What follows belongs to an exercise in optimizing a design on an open flow for small area, a short achievable clock period and few clock cycles per item; a production flow would make more cautious choices. Where RTL was checked, it was by simulation tests only, not by an equivalence proof against the original. The RTL of runs 4 and 5 was laid out without a check of its function. No activity file was given, so power comes from the tool's default toggle rates.

File: flow/config.mk
export PLATFORM = sky130hd
export DESIGN_NAME = llc_tag_store
export DESIGN_NICKNAME = llc_tag_store
export VERILOG_FILES = /design/flow/design.v
export SDC_FILE = /design/flow/constraint.sdc
export NUM_CORES = 4
export LEC_CHECK = 0
export ABC_CLOCK_PERIOD_IN_PS = 2200
export CAP_MARGIN = 20
export CORE_MARGIN = 2
export CORE_UTILIZATION = 50
export CTS_CLUSTER_DIAMETER = 90
export CTS_CLUSTER_SIZE = 26
export SETUP_SLACK_MARGIN = 2.7
export SLEW_MARGIN = 20
File: flow/constraint.sdc
create_clock -name core_clock -period 5.0 [get_ports {clk_i}]
set_input_delay 1.0000 -clock core_clock [delete_from_list [all_inputs] [get_ports {clk_i}]]
set_output_delay 1.0000 -clock core_clock [all_outputs]
set_load 0.01 [all_outputs]
File: flow/design.v
`timescale 1ns/1ns
package llc_geom_pkg;
  localparam int unsigned NUM_WAYS = 4;
  localparam int unsigned DEF_NUM_LINES = 16;
  localparam int unsigned DEF_TAG_WIDTH = 12;
endpackage
`timescale 1ns/1ns
package llc_op_pkg;
  localparam int unsigned MODE_W = 2;
  localparam logic [MODE_W-1:0] MODE_FLUSH = 2'b10;
  localparam logic [MODE_W-1:0] MODE_LOOKUP = 2'b11;
  localparam int unsigned TW_DIT_BIT = 0;
  localparam int unsigned TW_VAL_BIT = 1;
  localparam int unsigned TW_FLAG_BITS = 2;
endpackage
`timescale 1ns/1ns
import llc_geom_pkg::*;
import llc_op_pkg::*;
module llc_tag_store #(
  parameter int unsigned NumLines = DEF_NUM_LINES,
  parameter int unsigned TagWidth = DEF_TAG_WIDTH,
  localparam int unsigned IdxWidth = $clog2(NumLines)
) (
  input  logic                clk_i,
  input  logic                rst_n_i,
  input  logic                req_valid_i,
  output logic                req_ready_o,
  input  logic [MODE_W-1:0]   req_mode_i,
  input  logic [IdxWidth-1:0] req_index_i,
  input  logic [TagWidth-1:0] req_tag_i,
  input  logic                req_dirty_i,
  input  logic [NUM_WAYS-1:0] req_way_i,
  input  logic [NUM_WAYS-1:0] total_lock_i,
  output logic                res_valid_o,
  input  logic                res_ready_i,
  output logic [NUM_WAYS-1:0] res_way_o,
  output logic                res_hit_o,
  output logic                res_evict_o,
  output logic [TagWidth-1:0] res_evict_tag_o
);
  localparam int unsigned W = NUM_WAYS;
  logic [TagWidth-1:0] tag_q  [NumLines][W];
  logic [W-1:0]        val_q  [NumLines];
  logic [W-1:0]        dit_q  [NumLines];
  logic [2:0]          tree_q [NumLines];
  logic                ready_q;
  logic                b_v, c_v;
  logic                b_lk, c_lk;             
  logic [IdxWidth-1:0] b_idx, c_idx;
  logic [TagWidth-1:0] b_tag, c_tag;
  logic                b_dty, c_dty;
  logic [W-1:0]        b_way, c_way;
  logic [W-1:0]        b_lock, c_lock;
  logic [TagWidth-1:0] bt [W];
  logic [W-1:0]        bv, bd;
  logic [2:0]          btr;
  logic                wmb;                    
  logic                samec;                  
  logic [TagWidth-1:0] ct [W];
  logic [W-1:0]        cv, cd, c_eq, f_we;
  logic [2:0]          ctr;
  logic                w_v;
  logic [IdxWidth-1:0] w_idx;
  logic [TagWidth-1:0] w_tag;
  logic [W-1:0]        w_twe, w_val, w_dit;
  logic [2:0]          w_tree;
  localparam int unsigned RspW = W + 2 + TagWidth;
  logic                out_v;
  logic [RspW-1:0]     ring [3];
  logic [1:0]          r_wp, r_rp, r_cnt;
  logic accept, known, pop;
  assign req_ready_o = ready_q;
  assign res_valid_o = out_v;
  assign accept  = req_valid_i & ready_q;
  assign known   = req_mode_i[1];
  assign pop     = out_v & res_ready_i;
  logic [W-1:0]        hit, free_w, free_low, tree_oh, usable, vict, miss_way, resp_way;
  logic [W-1:0]        tag_we_w, new_val, new_dit, esel;
  logic [1:0]          tree_way;
  logic [2:0]          new_tree;
  logic                any_hit, up_dirty, resp_hit, resp_ev;
  logic [TagWidth-1:0] resp_etag;
  logic [TagWidth-1:0] eff_ct [W];
  always_comb begin
    for (int w = 0; w < W; w++) begin
      eff_ct[w] = f_we[w] ? w_tag : ct[w];
    end
    hit      = c_way & cv & c_eq;
    any_hit  = |hit;
    free_w   = c_way & ~cv;
    free_low = free_w & (~free_w + 1'b1);
    tree_way = ctr[0] ? {1'b1, ctr[2]} : {1'b0, ctr[1]};
    tree_oh  = W'(1) << tree_way;
    usable   = c_way & ~c_lock;
    vict     = (|(tree_oh & usable)) ? tree_oh : (usable & (~usable + 1'b1));
    miss_way = (|free_w) ? free_low : vict;
    resp_hit = c_lk & any_hit;
    if (c_lk) begin
      resp_way = any_hit ? hit : miss_way;
      esel     = miss_way;
    end else begin
      resp_way = c_way;
      esel     = c_way;
    end
    resp_ev   = ~resp_hit & (|(esel & cv & cd));
    resp_etag = '0;
    for (int w = 0; w < W; w++) begin
      resp_etag = resp_etag | (eff_ct[w] & {TagWidth{esel[w] & cv[w]}});
    end
    resp_etag = resp_etag & {TagWidth{~resp_hit}};
    up_dirty = c_dty & ~(|(hit & cd));
    tag_we_w = (c_lk & ~any_hit) ? miss_way : '0;
    if (c_lk) begin
      new_val = cv | tag_we_w;
      new_dit = any_hit ? (cd | (hit & {W{up_dirty}}))
                        : ((cd & ~tag_we_w) | (tag_we_w & {W{c_dty}}));
    end else begin
      new_val = cv & ~c_way;
      new_dit = cd;
    end
    new_tree = ctr;
    if (c_lk) begin
      if (|resp_way[1:0]) begin
        new_tree[0] = 1'b1;
        new_tree[1] = resp_way[0];
      end else if (|resp_way[3:2]) begin
        new_tree[0] = 1'b0;
        new_tree[2] = resp_way[2];
      end
    end
  end
  always_ff @(posedge clk_i) begin
    if (!rst_n_i) begin
      w_v <= 1'b0;
    end else begin
      w_v <= c_v;
    end
  end
  always_ff @(posedge clk_i) begin
    w_idx  <= c_idx;
    w_twe  <= tag_we_w;
    w_val  <= new_val;
    w_dit  <= new_dit;
    w_tree <= new_tree;
    w_tag  <= c_tag;
  end
  always_ff @(posedge clk_i) begin
    if (w_v) begin
      for (int w = 0; w < W; w++) begin
        if (w_twe[w]) tag_q[w_idx][w] <= w_tag;
      end
      dit_q[w_idx] <= w_dit;
    end
  end
  always_ff @(posedge clk_i) begin
    if (!rst_n_i) begin
      for (int s = 0; s < NumLines; s++) begin
        val_q[s]  <= '0;
        tree_q[s] <= '0;
      end
    end else if (w_v) begin
      val_q[w_idx]  <= w_val;
      tree_q[w_idx] <= w_tree;
    end
  end
  logic [NumLines-1:0] in_oh;
  logic                wm_in;
  logic [TagWidth-1:0] rd_tag [W];
  logic [W-1:0]        rd_val, rd_dit;
  logic [2:0]          rd_tree;
  always_comb begin
    in_oh   = NumLines'(1) << req_index_i;
    rd_val  = '0;
    rd_dit  = '0;
    rd_tree = '0;
    for (int w = 0; w < W; w++) rd_tag[w] = '0;
    for (int s = 0; s < NumLines; s++) begin
      for (int w = 0; w < W; w++) rd_tag[w] = rd_tag[w] | (tag_q[s][w] & {TagWidth{in_oh[s]}});
      rd_val  = rd_val  | (val_q[s]  & {W{in_oh[s]}});
      rd_dit  = rd_dit  | (dit_q[s]  & {W{in_oh[s]}});
      rd_tree = rd_tree | (tree_q[s] & {3{in_oh[s]}});
    end
    wm_in = w_v & (w_idx == req_index_i);
    for (int w = 0; w < W; w++) begin
      if (wm_in & w_twe[w]) rd_tag[w] = w_tag;
    end
    if (wm_in) begin
      rd_val  = w_val;
      rd_dit  = w_dit;
      rd_tree = w_tree;
    end
  end
  logic [TagWidth-1:0] eb_tag [W];
  logic [W-1:0]        eb_val, eb_dit, eq_b;
  logic [2:0]          eb_tree;
  logic                ceq;
  always_comb begin
    for (int w = 0; w < W; w++) begin
      eb_tag[w] = (wmb & w_twe[w]) ? w_tag : bt[w];
      eq_b[w]   = (eb_tag[w] == b_tag);
    end
    eb_val  = wmb ? w_val  : bv;
    eb_dit  = wmb ? w_dit  : bd;
    eb_tree = wmb ? w_tree : btr;
    ceq     = (c_tag == b_tag);
  end
  always_ff @(posedge clk_i) begin
    b_lk   <= req_mode_i[0];
    b_idx  <= req_index_i;
    b_tag  <= req_tag_i;
    b_dty  <= req_dirty_i;
    b_way  <= req_way_i;
    b_lock <= total_lock_i;
    for (int w = 0; w < W; w++) bt[w] <= rd_tag[w];
    bv     <= rd_val;
    bd     <= rd_dit;
    btr    <= rd_tree;
  end
  always_ff @(posedge clk_i) begin
    begin
      c_lk   <= b_lk;
      c_idx  <= b_idx;
      c_tag  <= b_tag;
      c_dty  <= b_dty;
      c_way  <= b_way;
      c_lock <= b_lock;
      for (int w = 0; w < W; w++) ct[w] <= eb_tag[w];
      if (samec) begin
        for (int w = 0; w < W; w++) c_eq[w] <= tag_we_w[w] ? ceq : eq_b[w];
        cv   <= new_val;
        cd   <= new_dit;
        ctr  <= new_tree;
        f_we <= tag_we_w;
      end else begin
        c_eq <= eq_b;
        cv   <= eb_val;
        cd   <= eb_dit;
        ctr  <= eb_tree;
        f_we <= '0;
      end
    end
  end
  logic [RspW-1:0] resp, ring_head;
  logic            out_load, ring_empty, ring_push, ring_pop;
  logic [1:0]      r_cnt_n;
  assign resp       = {resp_way, resp_hit, resp_ev, resp_etag};
  assign ring_head  = ring[r_rp];
  assign ring_empty = (r_cnt == 2'd0);
  assign out_load   = ~out_v | pop;
  assign ring_pop   = out_load & ~ring_empty;
  assign ring_push  = c_v & ~(out_load & ring_empty);
  assign r_cnt_n    = r_cnt + 2'(ring_push) - 2'(ring_pop);
  always_ff @(posedge clk_i) begin
    if (out_load) begin
      {res_way_o, res_hit_o, res_evict_o, res_evict_tag_o} <= ring_empty ? resp : ring_head;
    end
    if (ring_push) ring[r_wp] <= resp;
  end
  always_ff @(posedge clk_i) begin
    if (!rst_n_i) begin
      r_wp  <= '0;
      r_rp  <= '0;
      r_cnt <= '0;
    end else begin
      if (ring_push) r_wp <= (r_wp == 2'd2) ? 2'd0 : r_wp + 2'd1;
      if (ring_pop)  r_rp <= (r_rp == 2'd2) ? 2'd0 : r_rp + 2'd1;
      r_cnt <= r_cnt_n;
    end
  end
  logic b_v_n, out_v_n;
  assign b_v_n   = accept & known;
  assign out_v_n = out_load ? (~ring_empty | c_v) : out_v;
  always_ff @(posedge clk_i) begin
    if (!rst_n_i) begin
      ready_q <= 1'b1;
      b_v     <= 1'b0;
      c_v     <= 1'b0;
      out_v   <= 1'b0;
      wmb     <= 1'b0;
      samec   <= 1'b0;
    end else begin
      ready_q <= (3'(b_v_n) + 3'(b_v) + 3'(out_v_n) + 3'(r_cnt_n)) < 3'd4;
      b_v     <= b_v_n;
      c_v     <= b_v;
      out_v   <= out_v_n;
      wmb     <= c_v & (c_idx == req_index_i);
      samec   <= b_v & (b_idx == req_index_i);
    end
  end
endmodule
File: flow/run.sh
#!/bin/bash
# synth_recipe.tcl (not shown) runs the flow's synth.tcl, then flattens the netlist and writes it again
# the make line also repeats each setting of config.mk as NAME=value (left out here)
make -C /OpenROAD-flow-scripts/flow DESIGN_CONFIG=/design/flow/config.mk WORK_HOME=/design/flow/orfs CLKGATE_MAP_FILE= SYNTH_SCRIPT=/design/flow/synth_recipe.tcl finish
==> results_dict.tcl, run 1 <==
set metrics [dict create \
    cts_buffers 54 \
    drc 0 \
    finalSetupViolations 0 \
    syn_area_sq_um 47200 \
    yosysWarnings 6 \
    cts-root-buf "clkbuf_16" \
    synth_fp_nets 3062 \
    synth_edf_count 1016 \
    clk_path_buf_depth 3 \
    finalHoldViolations 0 \
    grt_usage_pct 31.50 \
    worstSetupPathType "in2reg" \
    dr.pass1.iters 6 \
    vdd_drop_max_uv 253.2 \
    ys_seq_elements 1240 \
    die_area_sq_um 96880 \
    ys_seq_area_share_pct 74.14 \
    gp_congestion 0.9238 \
    grt_max_degree 67 \
    synthArstFlopShare_pct 0 \
    hp-class "reg2reg" \
    antenna_found_initial 4 \
    synth_area_leaders "edfxtp_1 (65%), dfxtp_1 (9.5%), a22oi_1 (3.1%), and2_1 (2.7%), a22o_1 (2.1%)" \
    wl_per_cell_um 35.53 \
    worstRegToRegCells 6 \
    final.setup_skew_ps 35.46 \
    coreArea_sq_um 93470 \
    cts_tree "done" \
    vias 29010 \
    start_util_pct 50.50 \
    drv_cap 0 \
    slew_headroom_pct 29.29 \
    port_buffers 50 \
    grt_pass1_wl_um 215800 \
    mostFrequentLayoutCell "edfxtp_1" \
    die_w_um 311.3 \
    drv_slew 0 \
    post-route-min-period_ps 2571 \
    rsz0062_at_grt "yes" \
    clk_pin_slew_ps 100 \
    yosys.area.top_type "edfxtp_1" \
    finalSetupTns_ps 0 \
    cp-end-kind "register" \
    grt_overflow 0 \
    ys.flop_type "edfxtp_1" \
    layout.nets 3138 \
    utilization_pct 57.11 \
    clock_sinks 1240 \
    synth.avg_cell_area_sq_um 15.59 \
    pin_count 51 \
    arrival_ps 3130 \
    clk_latency_ps 700 \
    required_ps 5560 \
    cts-htree-levels 2 \
    rows 112 \
    status "finished clean" \
    holdPathStages 0 \
    placed_cell_area_sq_um 49830 \
    p_per_area_nw_per_um2 357.8 \
    synthDistinctLibCells 76 \
    layout-area-overhead-vs-synth_pct 13.08 \
    power.leakage_nw 17.64 \
    via_per_inst 6.588 \
    fin_area_sq_um 53380 \
    drtIter0Drc 4323 \
    holdWs_ps 325.9 \
    post_route_cells_drive_above_1_share_pct 20.46 \
    critical_path_peak_fanout 18 \
    routed_wl_um 156400 \
    grt_pass1_vias 27650 \
    tightest_slew_ps 1059 \
    start_kind "input port" \
    dieHeight_um 311.3 \
    min_period_over_period_pct 51.42 \
    final_cell_mix "edfxtp_1 (1016), dfxtp_1 (192), a22oi_1 (186)" \
    fmax_ghz 0.3889 \
    drtAntennaViolNets 0 \
    synthCells 3027 \
    dpl.hpwl_um 96130 \
    yosys.area.top_type_share_pct 64.64 \
]
[final cells by class]
cell class                      instances  area [sq um]
Antenna cell                            1         2.502
Clock buffer                           94          1523
Tap cell                             1254          1569
Inverter                                7         26.28
Clock inverter                          7         77.57
Multi-Input combinational cell       1578         12840
Timing Repair Buffer                  222          2262
Fill cell                            7285         40090
Sequential cell                      1240         35070
[cell usage after synthesis (all sizes together) (13+ instances only)]
| library cell | instances |
|---|---|
| nand3 | 45 |
| nor3 | 16 |
| o22a | 26 |
| nand4 | 32 |
| mux2i | 97 |
| nor4 | 19 |
| a22oi | 192 |
| mux2 | 84 |
| and2 | 205 |
| xor2 | 69 |
| nor2 | 136 |
| a21oi | 83 |
| a22o | 114 |
| clkbuf | 138 |
| nor2b | 29 |
| a31oi | 13 |
| a32oi | 18 |
| edfxtp | 1016 |
| a221oi | 56 |
| o2111ai | 22 |
| buf | 69 |
| o221ai | 14 |
| o21ai | 54 |
| dfxtp | 224 |
| nand2b | 19 |
| a222oi | 41 |
| nand2 | 75 |
[stage by stage]
stage | instances | power [mW] | setup WS, ps
2_1_floorplan | 3027 | 12.97 | 2284
3_3_place_gp | 4222 | 13.75 | 958.9
3_5_place_dp | 4222 | 13.79 | 946.1
4_1_cts | 4365 | 19.02 | 2568
5_1_grt | 4402 | 19.58 | 2514
6_report | 4403 | 19.10 | 2429
[layer usage]
metal / global-route usage (%) / share of wire [%]
met3: 6.449 / 11
met5: 0 / 0
met4: 13.10 / 4.9
met2: 49.04 / 46
met1: 43.45 / 39
[worst max-delay path, cell delays in order]
cell,delay (ps)
buf_16,130
buf_6,190
nor4b_4,400
buf_4,390
a22o_1,220
a221oi_2,50
o2111ai_1,250
a21oi_1,120
a21oi_2,340
[report_power, final]
part,total (mW),switching [mW],internal (mW)
Clock,5.33,3.17,2.16
Combinational,1.83,1.08,0.759
Sequential,11.9,0.434,11.5
[registers in the layout, indices dropped and copies added (netlist names), 12 cells and up, named ones only]
register / cells
ct: 48
bt: 48
c_tag: 12
val_q: 64
dit_q: 64
b_tag: 12
tag_q: 768
w_tag: 12
res_evict_tag_o: 12
tree_q: 48
ring: 54
[cells by family (layout without fill, tap and decap cells)]
family / count (synthesis) / after routing / synth area share [%]
AOI/OAI and AO/OA: 695 / 695 / 11.34
other: 0 / 1 / 0
xor gates and xnor gates: 74 / 74 / 1.373
buffers and inverters: 214 / 330 / 1.837
muxes: 181 / 181 / 4.061
DFF: 1240 / 1240 / 74.14
adders and majority gates: 4 / 4 / 0.1219
and+or+nand+nor: 619 / 624 / 7.133
[worst paths after layout]
| path | startpoint | end | slack (ps) |
|---|---|---|---|
| hold reg to reg | b_dty | c_dty | 330 |
| hold / removal | b_dty | c_dty | 330 |
| setup reg to reg | w_twe[1] | c_eq[1] | 2530 |
| setup / recovery | req_index_i[2] | bt[1][0] | 2430 |
[repair_timing]
item,CTS,global route
setup endpoints to repair,1110,908
hold buffers,0,0
setup buffers,33,33
cloned,9,4
pin swaps,26,35
resized for setup,324,116
Testbench counts, summed over its fixed seeds: cycles 12,024, items 12,000.
==> inputs of run 2 (changes only) <==
--- a/flow/config.mk
+++ b/flow/config.mk
@@ -10,6 +10,6 @@
 export CORE_MARGIN = 2
-export CORE_UTILIZATION = 50
+export CORE_UTILIZATION = 45
 export CTS_CLUSTER_DIAMETER = 90
 export CTS_CLUSTER_SIZE = 26
-export SETUP_SLACK_MARGIN = 2.7
+export SETUP_SLACK_MARGIN = 2.45
 export SLEW_MARGIN = 20
==> results_dict.tcl, run 2 <==
set metrics [dict create \
    status "finished clean" \
    drv_cap 0 \
    grt_overflow 0 \
    grt_pass1_wl_um 219000 \
    dr.pass1.iters 6 \
    synthDistinctLibCells 76 \
    hp-class "reg2reg" \
    pin_count 51 \
    post-route-min-period_ps 2609 \
    path_cells "buf_8, buf_6, nor2b_1, buf_4, a22o_1, a222oi_1, nand4_1, o22a_1" \
    ys_seq_area_share_pct 74.14 \
    synthCells 3027 \
    slew_headroom_pct 22.94 \
    wl_per_cell_um 34.87 \
    yosysWarnings 6 \
    post_route_cells_drive_above_1_share_pct 15.80 \
    power.leakage_nw 17.15 \
    ys_seq_elements 1240 \
    start_util_pct 45.48 \
    vias 29220 \
    final_cell_mix "edfxtp_1 (1016), dfxtp_1 (202), a22oi_1 (192)" \
    fmax_ghz 0.3833 \
    tightest_slew_ps 1152 \
    swShare_pct 24.56 \
    cts-htree-levels 2 \
    largest_register_ffs 768 \
    dieHeight_um 327.9 \
    dpl.hpwl_um 97110 \
    routed_wl_um 156800 \
    drtAntennaViolNets 0 \
    critical_path_peak_fanout 22 \
    finalSetupTns_ps 0 \
    ys.flop_type "edfxtp_1" \
    grt_max_degree 77 \
    yosys-top-cells-count "edfxtp_1 (1016), dfxtp_1 (224), and2_1 (203)" \
    max_stage_delay_ps 640 \
    grt_pass1_vias 28360 \
    synth.avg_cell_area_sq_um 15.59 \
    finalHoldViolations 0 \
    required_ps 5570 \
    antenna_found_initial 7 \
    synthArstFlopShare_pct 0 \
    final.setup_skew_ps 26.77 \
    cp-end-kind "register" \
    rows 118 \
    dpl_worst_slack_ps 563.1 \
    port_buffers 50 \
    power.share.clock_pct 27.9 \
    fin_ws_ps 2391 \
    crit_slowest_cell "a222oi_1" \
    rsz0062_at_grt "yes" \
    min_period_over_period_pct 52.18 \
    cts_tree "done" \
    yosys.area.top_type "edfxtp_1" \
    finalSetupViolations 0 \
    yosys.area.top_type_share_pct 64.64 \
    mostFrequentLayoutCell "edfxtp_1" \
    via_per_inst 6.499 \
    synth_edf_count 1016 \
    clk_latency_ps 700 \
    clock_sinks 1240 \
    finalPower_mw 18.93 \
    r2r_slack_ps 2490 \
    coreArea_sq_um 103800 \
    regMostFlops "tag_q" \
    p_per_area_nw_per_um2 361.8 \
    die_area_sq_um 107500 \
    arrival_ps 3180 \
    comb_power_share_pct 9.0 \
    worstSetupPathType "in2reg" \
    cts_buffers 54 \
    yosysMostFrequentCell "edfxtp_1" \
    die_w_um 327.9 \
    top_regs "tag_q (768), dit_q (64), val_q (64)" \
    cts-root-buf "clkbuf_16" \
    internal_power_mw 14.28 \
    gp_congestion 0.9117 \
    synth_area_leaders "edfxtp_1 (65%), dfxtp_1 (9.5%), a22oi_1 (3.1%), and2_1 (2.7%), a22o_1 (2.1%)" \
    clk_path_buf_depth 3 \
    drtIter0Drc 4619 \
    drc 0 \
    start_kind "input port" \
    p_switching_mw 4.650 \
    grt_usage_pct 28.70 \
    layout.nets 3104 \
    synth_fp_nets 3062 \
    clk_pin_slew_ps 100 \
    syn_area_sq_um 47200 \
    vdd_drop_max_uv 328.5 \
    hold_buffers 0 \
    drv_slew 0 \
    pwr-share-seq_pct 63.1 \
    layout-area-overhead-vs-synth_pct 10.88 \
]
==> run 2: cell counts after synthesis <==
No cell type changed its count.
==> run 2: final cells by class <==
class / count / area (sq um)
repair buffers: 187 / 1754
clock buffers: 95 / 1515
flip-flops and latches: 1240 / 35030
clock inverters: 6 / 76.32
well taps: 1380 / 1727
multi-input cells: 1579 / 12210
inverters: 7 / 26.28
fillers: 8531 / 51460
diodes: 2 / 5.005
==> run 2: worst paths after layout <==
check	startpoint	to	depth (start not counted)
setup / recovery	req_index_i[1]	bt[0][8]	8
hold / removal	b_lock[3]	c_lock[3]	0
setup reg to reg	w_idx[3]	tag_q[19][7]	4
hold reg to reg	b_lock[3]	c_lock[3]	0
==> run 2: what timing repair did <==
| action | 4_1_cts | 5_1_grt |
|---|---|---|
| setup endpoints to repair | 466 | 636 |
| cloned | 6 | 1 |
| endpoints found under the hold margin | 0 | 0 |
| resized for setup | 135 | 87 |
| setup buffers | 17 | 10 |
| pin swaps | 11 | 7 |
==> run 2: logic make-up (layout without fill, tap and decap cells) <==
kind of cell,count (synthesis),in the layout,synth area share (%)
buf+inv,214,295,1.837
other cells,0,2,0
xor+xnor,74,74,1.373
mux,181,181,4.061
fa+ha+maj,4,4,0.1219
compound gates,695,695,11.34
flops,1240,1240,74.14
simple gates,619,625,7.133
==> run 2: power by group through the flow <==
stage	registers (mW)	logic, mW	clock network, mW
6_report	11.9	1.70	5.29
5_1_grt	12.0	1.81	5.68
4_1_cts	11.9	1.63	5.34
3_5_place_dp	12.2	1.60	0
3_3_place_gp	12.2	1.56	0
2_1_floorplan	11.9	0.989	0
==> run 2: through the flow <==
stage          cells  hold slack, ps  cell area [sq um]  util [%]
6_report        4496           334.9              52340     50.42
5_1_grt         4494           346.1              52330     50.42
4_1_cts         4483           336.8              51930     50.03
3_5_place_dp    4359           313.2              49720     47.90
3_3_place_gp    4357           317.4              49700     47.89
2_1_floorplan   3027           309.6              47420         -
==> run 2: routing by layer <==
metal / part of all wire (%) / global-route usage [%]
met1: 38 / 38.61
met2: 46 / 45.07
met3: 11 / 6.564
met4: 4.9 / 11.72
met5: 0.12 / 1.020
==> run 2: critical path: cells and delay by family <==
kind | cells | cell delay, ps
buffers and inverters | 3 | 720
AO/OA/AOI/OAI | 3 | 1100
AND/OR/NAND/NOR | 2 | 340
==> inputs of run 3 (changes only) <==
--- a/flow/config.mk
+++ b/flow/config.mk
@@ -7,3 +7,3 @@
 export LEC_CHECK = 0
-export ABC_CLOCK_PERIOD_IN_PS = 2200
+export ABC_CLOCK_PERIOD_IN_PS = 2400
 export CAP_MARGIN = 20
@@ -11,5 +11,5 @@
 export CORE_UTILIZATION = 45
-export CTS_CLUSTER_DIAMETER = 90
-export CTS_CLUSTER_SIZE = 26
-export SETUP_SLACK_MARGIN = 2.45
+export CTS_CLUSTER_DIAMETER = 85
+export CTS_CLUSTER_SIZE = 24
+export SETUP_SLACK_MARGIN = 2.7
 export SLEW_MARGIN = 20
==> results_dict.tcl, run 3 <==
set metrics [dict create \
    slew_headroom_pct 27.82 \
    finalHoldViolations 0 \
    power.leakage_nw 17.74 \
    pin_count 51 \
    ys.flop_type "edfxtp_1" \
    mostFrequentLayoutCell "edfxtp_1" \
    finalSetupTns_ps 0 \
    yosys.area.top_type "edfxtp_1" \
    crit_buf_inv 1 \
    placedCellCount 4349 \
    fmax_ghz 0.4298 \
    rsz0062_at_grt "yes" \
    largest_register_ffs 768 \
    drtAntennaViolNets 0 \
    multiInputGateArea_sq_um 12730 \
    antenna_found_initial 6 \
    synthDistinctLibCells 76 \
    fin_area_sq_um 53590 \
    wl_per_cell_um 35.08 \
    p_per_area_nw_per_um2 358.4 \
    required_ps 5630 \
    layout-area-overhead-vs-synth_pct 13.53 \
    start_util_pct 45.48 \
    cts_tree "done" \
    rows 118 \
    arrival_ps 2950 \
    finalSetupViolations 0 \
    cts_buffers 57 \
    max_stage_delay_ps 580 \
    holdWs_ps 330.4 \
    fin_cells 4541 \
    status "finished clean" \
    yosys-top-cells-count "edfxtp_1 (1016), dfxtp_1 (224), and2_1 (203)" \
    via_per_inst 6.450 \
    hold_buffers 0 \
    ys_seq_elements 1240 \
    clk_pin_slew_ps 100 \
    cts-root-buf "clkbuf_16" \
    post_route_cells_drive_above_1_share_pct 19.84 \
    register_area_sq_um 35070 \
    layout.nets 3147 \
    post-route-min-period_ps 2327 \
    start_kind "input port" \
    cts-htree-levels 2 \
    grt_usage_pct 28.79 \
    met3_usage_pct 7.192 \
    synth_edf_count 1016 \
    grt_max_degree 76 \
    final_cell_mix "edfxtp_1 (1016), dfxtp_1 (194), a22oi_1 (186)" \
    coreArea_sq_um 103800 \
    critical_path_peak_fanout 34 \
    fill_cells 8453 \
    synthCells 3027 \
    vias 29290 \
    use_met1_pct 38.37 \
    placed_cell_area_sq_um 50020 \
    hp-class "reg2reg" \
    gp_congestion 0.9042 \
    final.setup_skew_ps 22.47 \
    drv_cap 0 \
    dieHeight_um 327.9 \
    clk_path_buf_depth 3 \
    clock_sinks 1240 \
    path_cells "buf_12, nor2b_1, nor2b_4, a32oi_1, o2111ai_1, a2111oi_4, a21oi_1" \
    syn_area_sq_um 47200 \
    synth_fp_nets 3062 \
    dpl.hpwl_um 96940 \
    critical_path.top_delay_family "simple AND/OR/NAND/NOR gates" \
    use_met2_pct 44.88 \
    yosys.area.top_type_share_pct 64.64 \
    utilization_pct 51.63 \
    top_regs "tag_q (768), dit_q (64), val_q (64)" \
    vdd_drop_max_uv 276.8 \
    drtIter0Drc 4438 \
    port_buffers 50 \
    dr.pass1.iters 6 \
    drv_slew 0 \
    synth_area_leaders "edfxtp_1 (65%), dfxtp_1 (9.5%), a22oi_1 (3.1%), and2_1 (2.7%), a22o_1 (2.1%)" \
    grt_pass1_wl_um 218800 \
    synthArstFlopShare_pct 0 \
    yosysWarnings 6 \
    grt_overflow 0 \
    yosysMostFrequentCell "edfxtp_1" \
    ys_seq_area_share_pct 74.14 \
    grt-busiest-layer "met2" \
    synth.avg_cell_area_sq_um 15.59 \
    clk_latency_ps 710 \
    min_period_over_period_pct 46.54 \
    grt_pass1_vias 28320 \
    drc 0 \
    die_w_um 327.9 \
    die_area_sq_um 107500 \
    worstSetupPathType "in2reg" \
    tightest_slew_ps 1081 \
    regMostFlops "tag_q" \
    routed_wl_um 159300 \
    crit_slowest_cell "nor2b_1" \
    cp-end-kind "register" \
]
[run 3: repair_timing]
action                     4_1_cts  5_1_grt
gates resized for setup        300      120
setup endpoints to repair      982      688
setup buffers                   33       36
pin swaps                       18       21
gates cloned                     7        7
[run 3: cell type report]
type,instances,area share (%)
diodes,1,0.004670
clock buffers,105,3.056
clock inverters,2,0.04203
inverters,7,0.04903
multi-input cells,1578,23.76
flip-flops and latches,1240,65.45
well taps,1380,3.222
repair buffers,228,4.415
[run 3: cell families after synthesis]
| family | synth area share, % |
|---|---|
| compound gates | 11.34 |
| xor+xnor | 1.373 |
| fa+ha+maj | 0.1219 |
| buf+inv | 1.837 |
| flops | 74.14 |
| mux | 4.061 |
| simple gates | 7.133 |
[run 3: per-layer routing]
layer  up-vias  part of all wire, %
met4         4                  5.0
li1      12070                    -
met2      1947                   46
met1     14900                   37
met5         -                0.019
met3       372                   12
[run 3: final timing paths]
| check | startpoint | end | slack [ps] | cells past startpoint |
|---|---|---|---|---|
| worst max-delay path | req_index_i[2] | bt[2][10] | 2670 | 7 |
| worst min-delay path | b_lk | c_lk | 330 | 0 |
| worst max register to register | w_v | tag_q[46][9] | 2670 | 4 |
| worst min register to register | b_lk | c_lk | 330 | 0 |
[run 3: report_power, final]
| group | internal [mW] | total (mW) | switching [mW] |
|---|---|---|---|
| Sequential | 11.5 | 11.9 | 0.447 |
| Clock | 2.23 | 5.45 | 3.22 |
| Combinational | 0.758 | 1.82 | 1.06 |
| Total | 14.5 | 19.2 | 4.72 |
[run 3: metrics by stage]
step | setup slack, ps | power, mW
6_report | 2673 | 19.21
5_1_grt | 2622 | 19.69
4_1_cts | 2658 | 19.10
3_5_place_dp | 985.8 | 13.78
3_3_place_gp | 1039 | 13.75
2_1_floorplan | 2284 | 12.97
==> inputs of run 4 (changes only) <==
--- a/flow/design.v
+++ b/flow/design.v
@@ -57,2 +57,3 @@
   logic                wmb;                    
+  logic                w2mb;                   
   logic                samec;                  
@@ -60,2 +61,3 @@
   logic [W-1:0]        cv, cd, c_eq, f_we;
+  logic [W-1:0]        c_s2, c_s3;
   logic [2:0]          ctr;
@@ -66,2 +68,6 @@
   logic [2:0]          w_tree;
+  logic [TagWidth-1:0] w2_tag;
+  logic [TagWidth-1:0] w3_tag;                 
+  logic [W-1:0]        w2_twe, w2_val, w2_dit;
+  logic [2:0]          w2_tree;
   localparam int unsigned RspW = W + 2 + TagWidth;
@@ -82,7 +88,3 @@
   logic [TagWidth-1:0] resp_etag;
-  logic [TagWidth-1:0] eff_ct [W];
   always_comb begin
-    for (int w = 0; w < W; w++) begin
-      eff_ct[w] = f_we[w] ? w_tag : ct[w];
-    end
     hit      = c_way & cv & c_eq;
@@ -105,7 +107,9 @@
     resp_ev   = ~resp_hit & (|(esel & cv & cd));
-    resp_etag = '0;
+    resp_etag = (w_tag  & {TagWidth{|(esel & cv & f_we) & ~resp_hit}})
+              | (w2_tag & {TagWidth{|(esel & cv & ~f_we & c_s2) & ~resp_hit}})
+              | (w3_tag & {TagWidth{|(esel & cv & ~f_we & c_s3) & ~resp_hit}});
     for (int w = 0; w < W; w++) begin
-      resp_etag = resp_etag | (eff_ct[w] & {TagWidth{esel[w] & cv[w]}});
-    end
-    resp_etag = resp_etag & {TagWidth{~resp_hit}};
+      resp_etag = resp_etag
+                | (ct[w] & {TagWidth{esel[w] & cv[w] & ~f_we[w] & ~c_s2[w] & ~c_s3[w] & ~resp_hit}});
+    end
     up_dirty = c_dty & ~(|(hit & cd));
@@ -145,2 +149,8 @@
     w_tag  <= c_tag;
+    w2_tag  <= w_tag;
+    w3_tag  <= w2_tag;
+    w2_twe  <= w_twe;
+    w2_val  <= w_val;
+    w2_dit  <= w_dit;
+    w2_tree <= w_tree;
   end
@@ -166,3 +176,2 @@
   logic [NumLines-1:0] in_oh;
-  logic                wm_in;
   logic [TagWidth-1:0] rd_tag [W];
@@ -182,13 +191,4 @@
     end
-    wm_in = w_v & (w_idx == req_index_i);
-    for (int w = 0; w < W; w++) begin
-      if (wm_in & w_twe[w]) rd_tag[w] = w_tag;
-    end
-    if (wm_in) begin
-      rd_val  = w_val;
-      rd_dit  = w_dit;
-      rd_tree = w_tree;
-    end
-  end
-  logic [TagWidth-1:0] eb_tag [W];
+  end
+  logic [W-1:0]        b_s1, b_s2;           
   logic [W-1:0]        eb_val, eb_dit, eq_b;
@@ -198,8 +198,9 @@
     for (int w = 0; w < W; w++) begin
-      eb_tag[w] = (wmb & w_twe[w]) ? w_tag : bt[w];
-      eq_b[w]   = (eb_tag[w] == b_tag);
-    end
-    eb_val  = wmb ? w_val  : bv;
-    eb_dit  = wmb ? w_dit  : bd;
-    eb_tree = wmb ? w_tree : btr;
+      b_s1[w] = wmb & w_twe[w];
+      b_s2[w] = ~b_s1[w] & w2mb & w2_twe[w];
+      eq_b[w] = b_s1[w] ? (w_tag == b_tag) : (b_s2[w] ? (w2_tag == b_tag) : (bt[w] == b_tag));
+    end
+    eb_val  = wmb ? w_val  : (w2mb ? w2_val  : bv);
+    eb_dit  = wmb ? w_dit  : (w2mb ? w2_dit  : bd);
+    eb_tree = wmb ? w_tree : (w2mb ? w2_tree : btr);
     ceq     = (c_tag == b_tag);
@@ -226,3 +227,5 @@
       c_lock <= b_lock;
-      for (int w = 0; w < W; w++) ct[w] <= eb_tag[w];
+      for (int w = 0; w < W; w++) ct[w] <= bt[w];
+      c_s2   <= b_s1;
+      c_s3   <= b_s2;
       if (samec) begin
@@ -279,2 +282,3 @@
       wmb     <= 1'b0;
+      w2mb    <= 1'b0;
       samec   <= 1'b0;
@@ -286,2 +290,3 @@
       wmb     <= c_v & (c_idx == req_index_i);
+      w2mb    <= w_v & (w_idx == req_index_i);
       samec   <= b_v & (b_idx == req_index_i);
--- a/flow/config.mk
+++ b/flow/config.mk
@@ -7,3 +7,3 @@
 export LEC_CHECK = 0
-export ABC_CLOCK_PERIOD_IN_PS = 2400
+export ABC_CLOCK_PERIOD_IN_PS = 2200
 export CAP_MARGIN = 20
@@ -11,4 +11,4 @@
 export CORE_UTILIZATION = 45
-export CTS_CLUSTER_DIAMETER = 85
-export CTS_CLUSTER_SIZE = 24
+export CTS_CLUSTER_DIAMETER = 90
+export CTS_CLUSTER_SIZE = 26
 export SETUP_SLACK_MARGIN = 2.7
==> results_dict.tcl, run 4 <==
set metrics [dict create \
    pin_count 51 \
    dpl.hpwl_um 76860 \
    internal_power_mw 14.69 \
    top_regs "tag_q (768), dit_q (64), val_q (64)" \
    clock_sinks 1288 \
    min_period_over_period_pct 51.90 \
    drv_slew 0 \
    worstSetupPathType "reg2reg" \
    dieHeight_um 325.5 \
    grt_usage_pct 24.55 \
    p_per_area_nw_per_um2 366.8 \
    synth_edf_count 1016 \
    finalSetupViolations 0 \
    port_buffers 50 \
    cts_tree "done" \
    grt_overflow 0 \
    yosys.area.top_type_share_pct 65.59 \
    yosys-top-cells-count "edfxtp_1 (1016), dfxtp_1 (272), a22o_1 (250)" \
    cp-end-kind "register" \
    wl_per_cell_um 31.15 \
    clk_pin_slew_ps 100 \
    ys_seq_elements 1288 \
    clk_path_buf_depth 3 \
    finalPower_mw 19.22 \
    required_ps 5520 \
    synthDistinctLibCells 69 \
    finalSetupTns_ps 0 \
    swShare_pct 23.55 \
    post-route-min-period_ps 2595 \
    final.setup_skew_ps 40.13 \
    rows 117 \
    dr.pass1.iters 6 \
    layout.nets 2963 \
    p_switching_mw 4.526 \
    cts-htree-levels 2 \
    ys.flop_type "edfxtp_1" \
    tightest_slew_ps 986.5 \
    fill_cells 8280 \
    clk_latency_ps 700 \
    grt_pass1_wl_um 189400 \
    drtAntennaViolNets 0 \
    synth_area_leaders "edfxtp_1 (66%), dfxtp_1 (12%), a22o_1 (4.7%), a221oi_1 (4.4%), and2_1 (2.5%)" \
    arrival_ps 3110 \
    grt_pass1_vias 26270 \
    final_cell_mix "edfxtp_1 (1016), a22o_1 (246), dfxtp_1 (240)" \
    power.share.clock_pct 27.7 \
    ys_seq_area_share_pct 77.29 \
    antenna_found_initial 4 \
    largest_register_ffs 768 \
    syn_area_sq_um 46520 \
    drc 0 \
    cts_buffers 55 \
    yosysWarnings 4 \
    vdd_drop_max_uv 397.0 \
    mostFrequentLayoutCell "edfxtp_1" \
    layout-area-overhead-vs-synth_pct 12.64 \
    critical_path_peak_fanout 5 \
    synthCells 2819 \
    start_kind "register" \
    finalHoldViolations 0 \
    rsz0062_at_grt "yes" \
    routed_wl_um 135200 \
    comb_power_share_pct 8.1 \
    synthArstFlopShare_pct 0 \
    yosysMostFrequentCell "edfxtp_1" \
    pwr-share-seq_pct 64.2 \
    slew_headroom_pct 33.54 \
    power.leakage_nw 17.17 \
    hp-class "reg2reg" \
    vias 27020 \
    via_per_inst 6.226 \
    grt_max_degree 68 \
    post_route_cells_drive_above_1_share_pct 16.92 \
    coreArea_sq_um 102200 \
    regMostFlops "tag_q" \
    drtIter0Drc 3340 \
    gp_congestion 0.8675 \
    die_w_um 325.5 \
    synth_fp_nets 2854 \
    drv_cap 0 \
    fmax_ghz 0.3853 \
    start_util_pct 45.53 \
    die_area_sq_um 106000 \
    yosys.area.top_type "edfxtp_1" \
    status "finished clean" \
    diodes 0 \
    synth.avg_cell_area_sq_um 16.50 \
    cts-root-buf "clkbuf_16" \
]
run 4: cell count changes in the layout (fill, tap and decap cells not counted), moves of 60 or more:
cell	change
mux2i_1	-60
a22oi_1	-186
mux2_2	-75
nor2_1	-62
a221oi_1	+193
a22o_1	+132
run 4: area by class of cell:
type                            instances  area (sq um)  share of cell area (%)
Timing Repair Buffer                  210          2130                   4.064
Tap cell                             1368          1712                   3.267
Inverter                                7         33.78                 0.06447
Clock inverter                          4         46.29                 0.08835
Multi-Input combinational cell       1366         10930                   20.85
Sequential cell                      1288         36010                   68.73
Clock buffer                           97          1534                   2.928
run 4: path summary, 6_finish.rpt:
path,from,to,slack [ps],cells after the start
max,c_eq[1],res_evict_tag_o[4],2400,10
min,b_way[3],c_way[3],330,0
max reg2reg,c_eq[1],res_evict_tag_o[4],2400,10
min reg2reg,b_way[3],c_way[3],330,0
run 4: kinds of logic after synthesis:
logic type,share of synthesized area (%)
mux,0.9495
buf+inv,1.407
simple gates,6.950
compound gates,11.43
xor+xnor,1.845
flops,77.29
fa+ha+maj,0.1237
run 4: power by group through the flow:
stage | clock, mW | sequential, mW | combinational [mW]
after floorplan | 0 | 12.4 | 0.883
after global placement | 0 | 12.6 | 1.41
after detailed placement | 0 | 12.6 | 1.45
after CTS | 5.37 | 12.3 | 1.47
after global routing | 5.71 | 12.4 | 1.67
final | 5.33 | 12.3 | 1.56
run 4: through the flow:
step	utilization, %	instance area, sq um	hold WS [ps]	cells	worst slack, ps
after floorplan	-	46890	309.5	2819	2283
after global placement	48.16	49210	317.4	4149	1078
after detailed placement	48.16	49210	314.7	4149	977.5
after CTS	50.54	51640	333.6	4306	2371
after global routing	51.28	52400	340.3	4340	2339
final	51.28	52400	327.5	4340	2405
run 4: what timing repair did:
item                                    4_1_cts  5_1_grt
gates cloned                                  6        4
buffers inserted                             50       29
hold buffers                                  0        0
gates resized for setup                     234      132
pin swaps                                    28       22
endpoints found under the setup margin      904      454
run 4: layer usage:
metal  wire length, um  global-route usage (%)  vias up
met4              3982                   6.311        2
met3             12480                   3.762      208
met1             53210                   33.58    13960
li1                  -                       -    11450
met5                11                       0        -
met2             65530                   41.17     1403
run 4: worst max-delay path, cell delays in order (launching register included):
cell and delay [ps]:
dfxtp_2 340, and3_4 180, or4_4 600, nand2_8 110, inv_8 40, o41ai_4 280
and3_4 350, buf_12 150, a22o_4 160, nor4_2 50, a31oi_1 170
==> inputs of run 5 (changes only) <==
--- a/flow/config.mk
+++ b/flow/config.mk
@@ -10,3 +10,3 @@
 export CORE_MARGIN = 2
-export CORE_UTILIZATION = 45
+export CORE_UTILIZATION = 55
 export CTS_CLUSTER_DIAMETER = 90
==> results_dict.tcl, run 5 <==
set metrics [dict create \
    path_cells "buf_6, nor2b_4, o41a_1, a211oi_2, or3_1, nand2_1, o21ai_0" \
    fin_area_sq_um 52550 \
    cts_buffers 56 \
    required_ps 5330 \
    fin_ws_ps 2230 \
    power.share.clock_pct 28.6 \
    yosysWarnings 4 \
    die_w_um 294.8 \
    wl_per_cell_um 33.54 \
    clk_path_buf_depth 3 \
    critical_path_peak_fanout 6 \
    placedCellCount 3911 \
    drv_cap 0 \
    dr.pass1.iters 5 \
    ys.flop_type "edfxtp_1" \
    vias 27280 \
    ys_seq_area_share_pct 77.29 \
    p_switching_mw 4.614 \
    min_period_over_period_pct 55.41 \
    diodes 0 \
    gp_congestion 0.9351 \
    start_kind "register" \
    via_per_inst 6.622 \
    ys_seq_elements 1288 \
    grt_pass1_vias 26080 \
    top_regs "tag_q (768), dit_q (64), val_q (64)" \
    clock_sinks 1288 \
    yosysMostFrequentCell "edfxtp_1" \
    mostFrequentLayoutCell "edfxtp_1" \
    drtIter0Drc 3353 \
    rows 106 \
    yosys-top-cells-count "edfxtp_1 (1016), dfxtp_1 (272), a22o_1 (250)" \
    synthDistinctLibCells 69 \
    port_buffers 50 \
    internal_power_mw 14.93 \
    grt_max_degree 68 \
    cp-end-kind "register" \
    start_util_pct 55.59 \
    yosys.area.top_type "edfxtp_1" \
    power.leakage_nw 17.37 \
    cts-root-buf "clkbuf_16" \
    synth_edf_count 1016 \
    pwr-share-seq_pct 63.0 \
    layout.nets 2973 \
    comb_power_share_pct 8.4 \
    holdWs_ps 333.0 \
    tightest_slew_ps 1022 \
    hold_buffers 0 \
    fmax_ghz 0.3610 \
    post_route_cells_drive_above_1_share_pct 17.62 \
    swShare_pct 23.61 \
    regMostFlops "tag_q" \
    synth.avg_cell_area_sq_um 16.50 \
    synth_area_leaders "edfxtp_1 (66%), dfxtp_1 (12%), a22o_1 (4.7%), a221oi_1 (4.4%), and2_1 (2.5%)" \
    hp-class "reg2reg" \
    finalPower_mw 19.54 \
    post-route-min-period_ps 2770 \
    placed_cell_area_sq_um 48940 \
    status "finished clean" \
    grt_pass1_wl_um 192600 \
    final.setup_skew_ps 28.31 \
    cts_tree "done" \
    drc 0 \
    grt_usage_pct 31.54 \
    dpl.hpwl_um 76620 \
    drtAntennaViolNets 0 \
    vdd_drop_max_uv 323.1 \
    crit_slowest_cell "a211oi_2" \
    dpl_worst_slack_ps 970.6 \
    max_stage_delay_ps 610 \
    rsz0062_at_grt "yes" \
    largest_register_ffs 768 \
    clk_latency_ps 680 \
    final_cell_mix "edfxtp_1 (1016), dfxtp_1 (247), a22o_1 (241)" \
    syn_area_sq_um 46520 \
    grt_overflow 0 \
    finalHoldViolations 0 \
    p_per_area_nw_per_um2 371.9 \
    antenna_found_initial 3 \
    worstSetupPathType "reg2reg" \
    layout-area-overhead-vs-synth_pct 12.97 \
    cts-htree-levels 2 \
    fin_cells 4119 \
    coreArea_sq_um 83690 \
    arrival_ps 3100 \
    finalSetupViolations 0 \
    synthArstFlopShare_pct 0 \
    finalSetupTns_ps 0 \
    clk_pin_slew_ps 100 \
    routed_wl_um 138100 \
    slew_headroom_pct 31.12 \
    holdPathStages 0 \
    synth_fp_nets 2854 \
    pin_count 51 \
    yosys.area.top_type_share_pct 65.59 \
    drv_slew 0 \
    utilization_pct 62.79 \
    die_area_sq_um 86920 \
    synthCells 2819 \
    dieHeight_um 294.8 \
    worstRegToRegCells 7 \
]
[run 5: changes by cell type in the layout (fill, tap and decap cells not counted), moves of 9 or more]
cell     change
and2_4      +24
and2_2      -23
buf_6        -9
dfxtp_2      -9
nor2_4       +9
[run 5: final timing paths]
path         startpoint      endpoint  slack (ps)
max            c_way[1]  res_way_o[3]        2230
min                b_lk          c_lk         330
max reg2reg    c_way[1]  res_way_o[3]        2230
min reg2reg        b_lk          c_lk         330
[run 5: power groups by stage]
stage	registers, mW	logic, mW	clock network, mW
final	12.3	1.64	5.58
after global routing	12.3	1.75	5.98
after CTS	12.3	1.56	5.62
after detailed placement	12.5	1.52	0
after global placement	12.5	1.48	0
after floorplan	12.4	0.883	0
[run 5: cell type report]
class / instances / area (sq um)
repair buffers: 216 / 2241
multi-input cells: 1369 / 11110
clock inverters: 6 / 95.09
well taps: 1134 / 1419
inverters: 7 / 38.79
fillers: 6001 / 31140
flip-flops and latches: 1288 / 36010
clock buffers: 99 / 1637
[run 5: what timing repair did]
item,4_1_cts,5_1_grt
endpoints found under the setup margin,1002,769
setup buffers,49,41
resized for setup,275,132
pin swaps,34,44
gates cloned,11,2
[run 5: cell families (layout without fill, tap and decap cells)]
family | Yosys count | count (layout) | synth area share, %
AOI/OAI and AO/OA | 642 | 642 | 11.43
buffers and inverters | 167 | 328 | 1.407
xor gates and xnor gates | 98 | 98 | 1.845
muxes | 43 | 43 | 0.9495
DFF | 1288 | 1288 | 77.29
adders and majority gates | 4 | 4 | 0.1237
and+or+nand+nor | 577 | 582 | 6.950
[run 5: critical path: cells and delay by family (launching register included)]
family	cells	cell delay, ps
buf+inv	1	130
compound gates	3	1470
flops	1	390
simple gates	3	450
[run 5: metal layers]
| layer | vias to the layer above | part of all wire, % | wire (um) | GRT usage [%] |
|---|---|---|---|---|
| li1 | 11490 | - | - | - |
| met1 | 14110 | 40 | 55750 | 44.41 |
| met5 | - | 0 | 0 | 0 |
| met4 | 0 | 3.0 | 4155 | 8.549 |
| met3 | 233 | 8.8 | 12160 | 4.396 |
| met2 | 1448 | 48 | 66080 | 51.91 |
==> inputs of run 6 (changes only) <==
--- a/flow/design.v
+++ b/flow/design.v
@@ -83,3 +83,3 @@
   logic [W-1:0]        hit, free_w, free_low, tree_oh, usable, vict, miss_way, resp_way;
-  logic [W-1:0]        tag_we_w, new_val, new_dit, esel;
+  logic [W-1:0]        tag_we_w, new_val, new_dit, esel, etag_sel;
   logic [1:0]          tree_way;
@@ -107,9 +107,10 @@
     resp_ev   = ~resp_hit & (|(esel & cv & cd));
-    resp_etag = (w_tag  & {TagWidth{|(esel & cv & f_we) & ~resp_hit}})
-              | (w2_tag & {TagWidth{|(esel & cv & ~f_we & c_s2) & ~resp_hit}})
-              | (w3_tag & {TagWidth{|(esel & cv & ~f_we & c_s3) & ~resp_hit}});
+    etag_sel  = esel & cv;
+    resp_etag = (w_tag  & {TagWidth{|(etag_sel & f_we)}})
+              | (w2_tag & {TagWidth{|(etag_sel & ~f_we & c_s2)}})
+              | (w3_tag & {TagWidth{|(etag_sel & ~f_we & c_s3)}});
     for (int w = 0; w < W; w++) begin
-      resp_etag = resp_etag
-                | (ct[w] & {TagWidth{esel[w] & cv[w] & ~f_we[w] & ~c_s2[w] & ~c_s3[w] & ~resp_hit}});
-    end
+      resp_etag = resp_etag | (ct[w] & {TagWidth{etag_sel[w] & ~f_we[w] & ~c_s2[w] & ~c_s3[w]}});
+    end
+    resp_etag = resp_etag & {TagWidth{~resp_hit}};
     up_dirty = c_dty & ~(|(hit & cd));
--- a/flow/config.mk
+++ b/flow/config.mk
@@ -7,9 +7,9 @@
 export LEC_CHECK = 0
-export ABC_CLOCK_PERIOD_IN_PS = 2200
+export ABC_CLOCK_PERIOD_IN_PS = 2000
 export CAP_MARGIN = 20
 export CORE_MARGIN = 2
-export CORE_UTILIZATION = 55
+export CORE_UTILIZATION = 45
 export CTS_CLUSTER_DIAMETER = 90
 export CTS_CLUSTER_SIZE = 26
-export SETUP_SLACK_MARGIN = 2.7
+export SETUP_SLACK_MARGIN = 2.85
 export SLEW_MARGIN = 20
==> results_dict.tcl, run 6 <==
set metrics [dict create \
    start_util_pct 45.48 \
    largest_register_ffs 768 \
    synthDistinctLibCells 78 \
    multiInputGateArea_sq_um 12350 \
    synth_edf_count 1016 \
    p_per_area_nw_per_um2 361.5 \
    wl_per_cell_um 31.95 \
    syn_area_sq_um 46410 \
    start_kind "register" \
    cts-htree-levels 2 \
    layout.nets 2986 \
    die_w_um 325.1 \
    regMostFlops "tag_q" \
    critical_path.top_delay_family "compound AO/OA/AOI/OAI gates" \
    synth_fp_nets 2833 \
    arrival_ps 3060 \
    hold_buffers 0 \
    drc 0 \
    grt_usage_pct 25.79 \
    clock_sinks 1288 \
    grt_pass1_wl_um 196800 \
    utilization_pct 53.61 \
    finalHoldViolations 0 \
    yosys.area.top_type_share_pct 65.74 \
    power.leakage_nw 17.92 \
    top_regs "tag_q (768), dit_q (64), val_q (64)" \
    hp-class "reg2reg" \
    finalSetupTns_ps 0 \
    clk_pin_slew_ps 100 \
    critical_path_peak_fanout 6 \
    synth_area_leaders "edfxtp_1 (66%), dfxtp_1 (12%), a22o_1 (4.6%), a221oi_1 (4.5%), and2_1 (2.5%)" \
    fill_cells 7995 \
    synthCells 2798 \
    rows 117 \
    routed_wl_um 139600 \
    drv_slew 0 \
    drtIter0Drc 3357 \
    worstReg2RegStart "c_lock[3]" \
    min_from "b_way[2]" \
    drtAntennaViolNets 0 \
    fmax_ghz 0.3779 \
    slew_headroom_pct 38.06 \
    crit_slowest_cell "dfxtp_2" \
    drv_cap 0 \
    worstSetupPathType "reg2reg" \
    yosys.area.top_type "edfxtp_1" \
    crit_buf_inv 2 \
    die_area_sq_um 105700 \
    clk_latency_ps 690 \
    path_cells "nand4b_1, a32oi_4, a311oi_4, buf_4, a222oi_1, nand2_2, buf_12, a22oi_2, a41oi_2" \
    grt_overflow 0 \
    yosysMostFrequentCell "edfxtp_1" \
    dr.pass1.iters 6 \
    via_per_inst 6.230 \
    cts-root-buf "clkbuf_16" \
    ys.flop_type "edfxtp_1" \
    pin_count 51 \
    layout-area-overhead-vs-synth_pct 17.87 \
    yosys-top-cells-count "edfxtp_1 (1016), dfxtp_1 (272), a22o_1 (243)" \
    cts_buffers 56 \
    dieHeight_um 325.1 \
    finalPower_mw 19.77 \
    rsz0062_at_grt "yes" \
    post_route_cells_drive_above_1_share_pct 25.44 \
    grt_pass1_vias 26580 \
    register_area_sq_um 36060 \
    final_cell_mix "edfxtp_1 (1016), a22o_1 (236), dfxtp_1 (226)" \
    ys_seq_area_share_pct 77.47 \
    dpl.hpwl_um 80730 \
    clk_path_buf_depth 3 \
    synthArstFlopShare_pct 0 \
    mostFrequentLayoutCell "edfxtp_1" \
    cts_tree "done" \
    min_period_over_period_pct 52.92 \
    finalSetupViolations 0 \
    vias 27210 \
    port_buffers 50 \
    ys_seq_elements 1288 \
    coreArea_sq_um 102000 \
    antenna_found_initial 3 \
    cp-end-kind "register" \
    status "finished clean" \
    max_stage_delay_ps 350 \
    post-route-min-period_ps 2646 \
    grt_max_degree 69 \
    gp_congestion 0.8670 \
    yosysWarnings 4 \
    synth.avg_cell_area_sq_um 16.59 \
    final.setup_skew_ps 35.87 \
    tightest_slew_ps 927.8 \
    holdWs_ps 333.2 \
    vdd_drop_max_uv 342.0 \
    required_ps 5410 \
    critPathLaunch "c_lock[3]" \
]
## run 6: cell count changes after synthesis, moves of 11 or more
cell / previous run / this run
a211oi_1: 16 / 3
nor4_1: 27 / 15
nand3_1: 27 / 10
a22oi_1: 0 / 12
inv_1: 6 / 17
## run 6: area by class of cell
type	count	area share, %
Sequential cell	1288	65.91
Multi-Input combinational cell	1331	22.57
Timing Repair Buffer	256	5.123
Tap cell	1368	3.129
Clock buffer	100	2.960
Clock inverter	6	0.1693
Inverter	18	0.1258
Antenna cell	1	0.004574
## run 6: report_power, final
group,switching [mW],internal [mW],total [mW]
registers,0.387,11.9,12.3
logic,1.05,0.824,1.88
clock network,3.31,2.28,5.59
total,4.75,15.0,19.8
## run 6: worst register-to-register path: stages, from the launching register on
cell,delay [ps]
dfxtp_2,350
nand4b_1,250
a32oi_4,330
a311oi_4,180
buf_4,170
a222oi_1,350
nand2_2,190
buf_12,190
a22oi_2,200
a41oi_2,180
## run 6: layer usage
| metal | part of all wire [%] | global-route usage (%) | wire [um] | vias up |
|---|---|---|---|---|
| li1 | - | - | - | 11500 |
| met2 | 48 | 42.95 | 67490 | 1326 |
| met4 | 3.2 | 7.579 | 4524 | 2 |
| met5 | 0.014 | 0 | 20 | - |
| met1 | 40 | 34.82 | 55870 | 14160 |
| met3 | 8.4 | 4.403 | 11670 | 222 |
## run 6: through the flow
stage	cell area (sq um)	instances	setup WS (ps)
final	54700	4368	2354
after global routing	54700	4367	2286
after CTS	53840	4330	2500
after detailed placement	50400	4134	958.4
after global placement	50400	4134	1067
after floorplan	48600	2798	2283
## run 6: final timing paths
| check | endpoint | slack [ps] | cells after the start |
|---|---|---|---|
| setup / recovery | ring[0][2] | 2350 | 9 |
| hold / removal | c_way[2] | 330 | 0 |
| setup reg to reg | ring[0][2] | 2350 | 9 |
| hold reg to reg | c_way[2] | 330 | 0 |
## run 6: cells by family after synthesis
logic type      after synthesis  share of synthesized area, %
simple gates                518                         6.354
buf+inv                     183                         1.539
xor+xnor                     98                         1.849
compound gates              666                         11.76
mux                          41                        0.9005
flops                      1288                         77.47
fa+ha+maj                     4                        0.1240
## run 6: what timing repair did
item,CTS,global route
pin swaps,50,37
buffers inserted,83,36
endpoints found under the setup margin,1165,626
gates cloned,7,1
endpoints found under the hold margin,0,0
resized for setup,372,146
Testbench counts of run 6, summed over its fixed seeds: cycles 12,024, items 12,000.
==> inputs of run 7 (changes only) <==
--- a/flow/config.mk
+++ b/flow/config.mk
@@ -7,3 +7,3 @@
 export LEC_CHECK = 0
-export ABC_CLOCK_PERIOD_IN_PS = 2000
+export ABC_CLOCK_PERIOD_IN_PS = 2200
 export CAP_MARGIN = 20
@@ -13,3 +13,3 @@
 export CTS_CLUSTER_SIZE = 26
-export SETUP_SLACK_MARGIN = 2.85
+export SETUP_SLACK_MARGIN = 2.7
 export SLEW_MARGIN = 20
==> results_dict.tcl, run 7 <==
set metrics [dict create \
    clock_sinks 1288 \
    cts-root-buf "clkbuf_16" \
    layout.nets 2980 \
    pwr-share-seq_pct 63.0 \
    grt_usage_pct 25.87 \
    ys.flop_type "edfxtp_1" \
    synth_fp_nets 2833 \
    die_w_um 325.1 \
    syn_area_sq_um 46410 \
    synthArstFlopShare_pct 0 \
    r2r_slack_ps 2390 \
    rsz0062_at_grt "yes" \
    fill_cells 8105 \
    status "finished clean" \
    rows 117 \
    ys_seq_area_share_pct 77.47 \
    gp_congestion 0.8753 \
    vias 27440 \
    post-route-min-period_ps 2608 \
    drc 0 \
    slew_headroom_pct 37.44 \
    finalHoldViolations 0 \
    cp-end-kind "register" \
    grt_overflow 0 \
    yosysMostFrequentCell "edfxtp_1" \
    final_cell_mix "edfxtp_1 (1016), a22o_1 (238), dfxtp_1 (236)" \
    yosysWarnings 4 \
    finalSetupTns_ps 0 \
    hp-class "reg2reg" \
    placed_cell_area_sq_um 49030 \
    p_switching_mw 4.650 \
    cts-htree-levels 2 \
    critical_path_peak_fanout 6 \
    fin_ws_ps 2392 \
    post_route_cells_drive_above_1_share_pct 20.10 \
    synth.avg_cell_area_sq_um 16.59 \
    fin_area_sq_um 53640 \
    dpl.hpwl_um 76620 \
    layout-area-overhead-vs-synth_pct 15.57 \
    clk_path_buf_depth 3 \
    regMostFlops "tag_q" \
    drtIter0Drc 3625 \
    internal_power_mw 14.95 \
    start_util_pct 45.48 \
    worstSetupPathType "reg2reg" \
    yosys.area.top_type_share_pct 65.74 \
    drtAntennaViolNets 0 \
    dieHeight_um 325.1 \
    port_buffers 50 \
    fmax_ghz 0.3835 \
    clk_latency_ps 700 \
    coreArea_sq_um 102000 \
    pin_count 51 \
    die_area_sq_um 105700 \
    arrival_ps 3020 \
    ys_seq_elements 1288 \
    tightest_slew_ps 937.4 \
    dpl_worst_slack_ps 1124 \
    routed_wl_um 139800 \
    register_area_sq_um 36020 \
    dr.pass1.iters 6 \
    synth_edf_count 1016 \
    path_common_cell "buf_4" \
    antenna_found_initial 4 \
    clk_pin_slew_ps 100 \
    required_ps 5410 \
    drv_cap 0 \
    synthDistinctLibCells 78 \
    holdWs_ps 334.3 \
    p_per_area_nw_per_um2 365.4 \
    via_per_inst 6.296 \
    mostFrequentLayoutCell "edfxtp_1" \
    path_cells "nand4b_1, a32oi_4, a311oi_4, buf_4, a222oi_1, buf_4, nand2_8, a22oi_2, a41oi_2" \
    min_period_over_period_pct 52.15 \
    wl_per_cell_um 32.08 \
    yosys-top-cells-count "edfxtp_1 (1016), dfxtp_1 (272), a22o_1 (243)" \
    grt_pass1_wl_um 197200 \
    cts_tree "done" \
    cts_buffers 56 \
    start_kind "register" \
    grt_pass1_vias 26800 \
    yosys.area.top_type "edfxtp_1" \
    synth_area_leaders "edfxtp_1 (66%), dfxtp_1 (12%), a22o_1 (4.6%), a221oi_1 (4.5%), and2_1 (2.5%)" \
    drv_slew 0 \
    grt_max_degree 69 \
    finalSetupViolations 0 \
    vdd_drop_max_uv 330.4 \
    max_stage_delay_ps 390 \
    power.leakage_nw 17.50 \
    diodes 0 \
    top_regs "tag_q (768), dit_q (64), val_q (64)" \
    largest_register_ffs 768 \
    final.setup_skew_ps 43.79 \
    power.share.clock_pct 28.1 \
    comb_power_share_pct 8.9 \
    crit_slowest_cell "a32oi_4" \
    multiInputGateArea_sq_um 11430 \
    swShare_pct 23.72 \
    synthCells 2798 \
]
[run 7: final timing paths]
kind	start	to	cells after the start
setup / recovery	c_lock[3]	ring[0][11]	9
setup reg to reg	c_lock[3]	ring[0][11]	9
hold reg to reg	b_way[0]	c_way[0]	0
hold / removal	b_way[0]	c_way[0]	0
[run 7: cells by family after synthesis]
logic type | count (synthesis) | share of synthesized area (%)
DFF | 1288 | 77.47
muxes | 41 | 0.9005
xor gates and xnor gates | 98 | 1.849
and+or+nand+nor | 518 | 6.354
adders and majority gates | 4 | 0.1240
buffers and inverters | 183 | 1.539
AOI/OAI and AO/OA | 666 | 11.76
[run 7: power by group through the flow]
stage / clock [mW] / sequential (mW) / combinational, mW
after global placement: 0 / 12.6 / 1.41
after floorplan: 0 / 12.4 / 0.866
after CTS: 5.56 / 12.3 / 1.65
after global routing: 5.93 / 12.4 / 1.87
final: 5.51 / 12.3 / 1.75
after detailed placement: 0 / 12.6 / 1.45
[run 7: critical path: cells and delay by family (launching register included)]
family | cells | cell delay, ps
AO/OA/AOI/OAI | 5 | 1200
buffers and inverters | 2 | 410
flip-flops | 1 | 350
AND/OR/NAND/NOR | 2 | 360
[run 7: per-stage QoR]
| stage | utilization, % | power [mW] | cells |
|---|---|---|---|
| global route | 52.57 | 20.17 | 4358 |
| finish | 52.57 | 19.60 | 4358 |
| detailed placement | 48.06 | 14.01 | 4122 |
| floorplan | - | 13.25 | 2798 |
| CTS | 51.88 | 19.54 | 4332 |
| global placement | 48.06 | 13.96 | 4122 |
[run 7: area by class of cell]
type                    instances  area share [%]
flip-flops and latches       1288           67.15
clock buffers                  94           2.918
well taps                    1368           3.191
multi-input cells            1334           21.31
inverters                      18          0.1353
clock inverters                 9          0.2473
repair buffers                247           5.043
[run 7: repair_timing]
| action | 4_1_cts | 5_1_grt |
|---|---|---|
| pin swaps | 62 | 26 |
| hold buffers | 0 | 0 |
| setup endpoints to repair | 976 | 697 |
| buffers inserted | 92 | 25 |
| resized for setup | 386 | 109 |
| gates cloned | 15 | 1 |
[run 7: metal layers]
metal	track usage (%)	routed length, um	up-vias
met5	0	0	-
met4	9.521	5776	0
met3	4.391	13180	284
met2	42.87	67330	1545
met1	34.37	53520	14120
li1	-	-	11490

port drivers added, routing unchanged:
How much do the figures lean on ideal ports? The routed layouts below were timed once more, with nothing changed but the port constraints. Step 1: set_driving_cell puts a clkbuf_16 on clk_i and a buf_2 on each other input, an assumption about the parent block. Step 2 also shifts input and output timing later by t, the mid clock arrival at the registers, as if the neighbouring blocks saw the same clock. Three values: no drivers, after step 1, after step 2; two values: the first two.
| run | t, ns | setup WS [ns] | clock arrival spread, ns | slew at the worst register clock pin (ns) | worst data-port slew with drivers (ns) |
|---|---|---|---|---|---|
| run 1 | 0.746 | 2.429 / 2.315 / 1.568 | 0.041 / 0.041 | 0.11 / 0.11 | 0.28 |
| run 2 | 0.751 | 2.391 / 2.344 / 1.593 | 0.028 / 0.028 | 0.11 / 0.11 | 0.11 |
| run 3 | 0.762 | 2.673 / 2.492 / 1.731 | 0.027 / 0.027 | 0.11 / 0.11 | 0.33 |
| run 4 | 0.755 | 2.405 / 2.405 / 1.972 | 0.042 / 0.042 | 0.11 / 0.11 | 0.12 |
| run 5 | 0.738 | 2.230 / 2.230 / 2.001 | 0.032 / 0.031 | 0.11 / 0.11 | 0.08 |
| run 6 | 0.755 | 2.354 / 2.354 / 2.108 | 0.047 / 0.046 | 0.11 / 0.11 | 0.05 |
| run 7 | 0.744 | 2.392 / 2.392 / 1.967 | 0.048 / 0.048 | 0.11 / 0.11 | 0.05 |
After both steps setup and hold are still met in every run listed. For run 3, which loses most, drivers alone change the setup slack by -0.181 ns; drivers and shift together by -0.942 ns.
